What follows belongs to an exercise in optimizing a design on an open flow for small area, a short achievable clock period and few clock cycles per item; a production flow would make more cautious choices. In this exercise RTL edits were held to simulation tests only and were not proved equivalent to the original.

wip/umber:
==> flow/design.v (excerpt) <==
module oxygen_cell_calibrate_and_mod #(
    parameter int CAL_SAMPLES = 10
) (
    input  logic                                  clk,
    input  logic                                  rst_n,
    input  logic                                  in_valid,
    output logic                                  in_stall,
    input  logic                                  opcode,
    input  logic signed [ocm_pkg::SAMPLE_W-1:0]   sample,
    output logic                                  out_valid,
    input  logic                                  out_stall,
    output logic [ocm_pkg::O2_W-1:0]              o2_tenths,
    output logic [ocm_pkg::DEPTH_W-1:0]           depth_normal_tenths,
    output logic [ocm_pkg::DEPTH_W-1:0]           depth_tech_tenths,
    output logic                                  calibration_done,
    output logic                                  not_calibrated,
    input  logic                                  cfg_valid,
    output logic                                  cfg_ready,
    input  logic [ocm_pkg::CFG_IDX_W-1:0]         cfg_index,
    input  logic [ocm_pkg::CFG_W-1:0]             cfg_data
);
clock: 6.0 ns
lec_check: 0
cap_margin: 20
core_margin: 2
core_utilization: 66
setup_slack_margin: 1.5
slew_margin: 20
run.sh (not shown) runs the stock make flow with config.mk's settings and CLKGATE_MAP_FILE= SYNTH_SCRIPT=/design/flow/synth_recipe.tcl, a recipe that flattens the netlist after the stock synthesis.
wip/umber: all stages complete, timing, DRC and antenna checks passed
Testbench counts of wip/umber, summed over its fixed seeds: cycles 1,408, items 1,280.
Here is what was changed in the inputs of wip/willow compared with wip/umber.
diff --git a/flow/config.mk b/flow/config.mk
--- a/flow/config.mk
+++ b/flow/config.mk
@@ -6,7 +6,7 @@
 export NUM_CORES = 4
 export LEC_CHECK = 0
-export CAP_MARGIN = 20
+export CAP_MARGIN = 5
 export CORE_MARGIN = 2
-export CORE_UTILIZATION = 66
+export CORE_UTILIZATION = 60
 export SETUP_SLACK_MARGIN = 1.5
-export SLEW_MARGIN = 20
+export SLEW_MARGIN = 5
==> results.txt <==
Between wip/willow and wip/umber, it is wip/willow whose routed wire length is lower, by about 7%.
Summary: with wip/umber as the reference, wire length of the first global-routing pass in wip/willow moved down by a few percent.
> inputs changed (wip/willow -> wip/sierra)
diff --git a/flow/config.mk b/flow/config.mk
--- a/flow/config.mk
+++ b/flow/config.mk
@@ -6,7 +6,8 @@
 export NUM_CORES = 4
 export LEC_CHECK = 0
-export CAP_MARGIN = 5
+export CAP_MARGIN = 20
 export CORE_MARGIN = 2
 export CORE_UTILIZATION = 60
+export PLACE_DENSITY = 0.75
 export SETUP_SLACK_MARGIN = 1.5
-export SLEW_MARGIN = 5
+export SLEW_MARGIN = 20
Going from wip/willow to wip/sierra, critical path depth higher; worst setup slack lower; area added between synthesis and finish higher.
Cell count after placement: wip/sierra vs wip/willow, no meaningful difference
The via count reported for wip/sierra is greater than that of wip/willow by 1942.
Looking at wip/sierra and wip/willow, the area of all sequential standard cells is a wash.
Taking wip/willow as the reference point, the global-route usage of wip/sierra rises by 1.5 points.
Non-clock buffer total of the final layout, wip/sierra vs wip/willow: up by more than 10%
--- input diff wip/sierra..wip/maple ---
diff --git a/flow/config.mk b/flow/config.mk
--- a/flow/config.mk
+++ b/flow/config.mk
@@ -8,6 +8,5 @@
 export CAP_MARGIN = 20
 export CORE_MARGIN = 2
-export CORE_UTILIZATION = 60
-export PLACE_DENSITY = 0.75
+export CORE_UTILIZATION = 40
 export SETUP_SLACK_MARGIN = 1.5
 export SLEW_MARGIN = 20
Results
- Against wip/sierra, wip/maple comes in about 10% higher on cell count after placement.
- wip/maple reports its critical path launch point as o2_s14[1] while wip/sierra reports ln_reg[7].
- | global-route met1 utilization | wip/maple vs wip/sierra | 9.0 points lower |
- Looking at slack of the worst reg-to-reg path, wip/maple sits 0.08 ns above wip/sierra.
> inputs changed (wip/maple -> wip/garnet)
diff --git a/flow/config.mk b/flow/config.mk
--- a/flow/config.mk
+++ b/flow/config.mk
@@ -8,5 +8,7 @@
 export CAP_MARGIN = 20
 export CORE_MARGIN = 2
-export CORE_UTILIZATION = 40
+export CORE_UTILIZATION = 60
+export CTS_BUF_LIST = sky130_fd_sc_hd__clkbuf_4 sky130_fd_sc_hd__clkbuf_8
+export CTS_CLUSTER_SIZE = 30
 export SETUP_SLACK_MARGIN = 1.5
 export SLEW_MARGIN = 20
### Flow results
On clock-pin slew of the registers on the worst-case setup and hold paths, wip/garnet and wip/maple are neck and neck.
Total CTS buffers (wip/garnet / wip/maple): 1.6
| final core area utilization | higher: wip/garnet |
Hold slack, wip/garnet and wip/maple, higher one = wip/garnet.

== old ==
Starting RTL as in the previous note.
export LEC_CHECK = 0
export CAP_MARGIN = 20
export CORE_MARGIN = 2
export CORE_UTILIZATION = 60
export SETUP_SLACK_MARGIN = 1.5
export SLEW_MARGIN = 20
export TNS_END_PERCENT = 50
create_clock -name core_clock -period 6.0 [get_ports {clk}]
old finished every stage and its layout cleared the timing, design-rule and antenna checks.
Testbench counts of old, summed over its fixed seeds: cycles 1,408, items 1,280.
Setup changes, old to new
Settings: TNS_END_PERCENT no longer set, was 50; SETUP_SLACK_MARGIN now 1.7, was 1.5.
[summary]
Side by side, time the worst path needs with I/O delays and setup turned out higher in new than in old.
Between old and new, the total instance count after detailed placement figures differ only marginally.
Changes observed in new relative to old: worst setup slack fell 0.079 ns, clock-buffer cell count now larger.
Between old and new, the difference in distinct cell type count of the synthesized netlist is negligible.
As far as total number of cells along the worst setup path goes, new and old are indistinguishable; the numbers are identical.
Summary: sum of routed wire length over all layers, new worse than old
Compare old and new | final area lower: old

== run Z ==
Starting RTL as in the previous note.
clock: 6.0 ns
lec_check: 0
cap_margin: 20
core_margin: 2
core_utilization: 60
setup_slack_margin: 1.5
slew_margin: 20
tns_end_percent: 20
Testbench counts of run Z, summed over its fixed seeds: cycles 1,408, items 1,280.
Modified inputs, run D compared to run Z
# run Z
export LEC_CHECK = 0
export CAP_MARGIN = 20
export CORE_MARGIN = 2
export CORE_UTILIZATION = 60
export SETUP_SLACK_MARGIN = 1.5
export SLEW_MARGIN = 20
export TNS_END_PERCENT = 20
create_clock -name core_clock -period 6.0 [get_ports {clk}]
# run D
export LEC_CHECK = 0
export CAP_MARGIN = 20
export CORE_MARGIN = 2
export CORE_UTILIZATION = 60
export SETUP_SLACK_MARGIN = 1.5
export SLEW_MARGIN = 20
create_clock -name core_clock -period 6.0 [get_ports {clk}]
==> comparison <==
The lower cell count came out of run Z.
Diff run Z -> run D: final wirelength saw a decrease; total routing resource utilization after global routing went down by 0.37 points; multi-input logic cell count held.
Number of setup buffers added after CTS (lower): run Z
No stage failed in run D, and the final checks on the layout all came back clean.

[what the ideal ports hide]
The flow's constraints put no driver on any port. The routed layouts listed below were extracted and timed again, unchanged, in two steps.
Step 1 sets driving cells, clkbuf_16 on the clock port and buf_2 on the other inputs (assumed; they add their load-dependent delay and slew).
Step 2 moves the port delays by t, midway between the first and last clock arrival at a register: inputs arrive t later, outputs are due t later. That takes back most of the time a late clock gives input paths.
Three values: ideal, step 1, step 2; two values: the first two.
run	t (ns)	slack for setup (ns)	pins driven straight from the clock port
wip/umber	0.713	1.102 / 1.102 / 1.102	1
wip/willow	0.720	1.332 / 1.332 / 1.332	1
wip/sierra	0.719	1.150 / 1.150 / 1.150	1
wip/maple	0.764	1.231 / 1.231 / 1.231	1
wip/garnet	0.887	1.314 / 1.314 / 1.314	1
old	0.734	1.266 / 1.266 / 1.266	1
new	0.730	1.186 / 1.186 / 1.186	1
run Z	0.734	1.206 / 1.206 / 1.206	1
run D	0.720	1.332 / 1.332 / 1.332	1
After both steps every run listed still meets setup and hold.
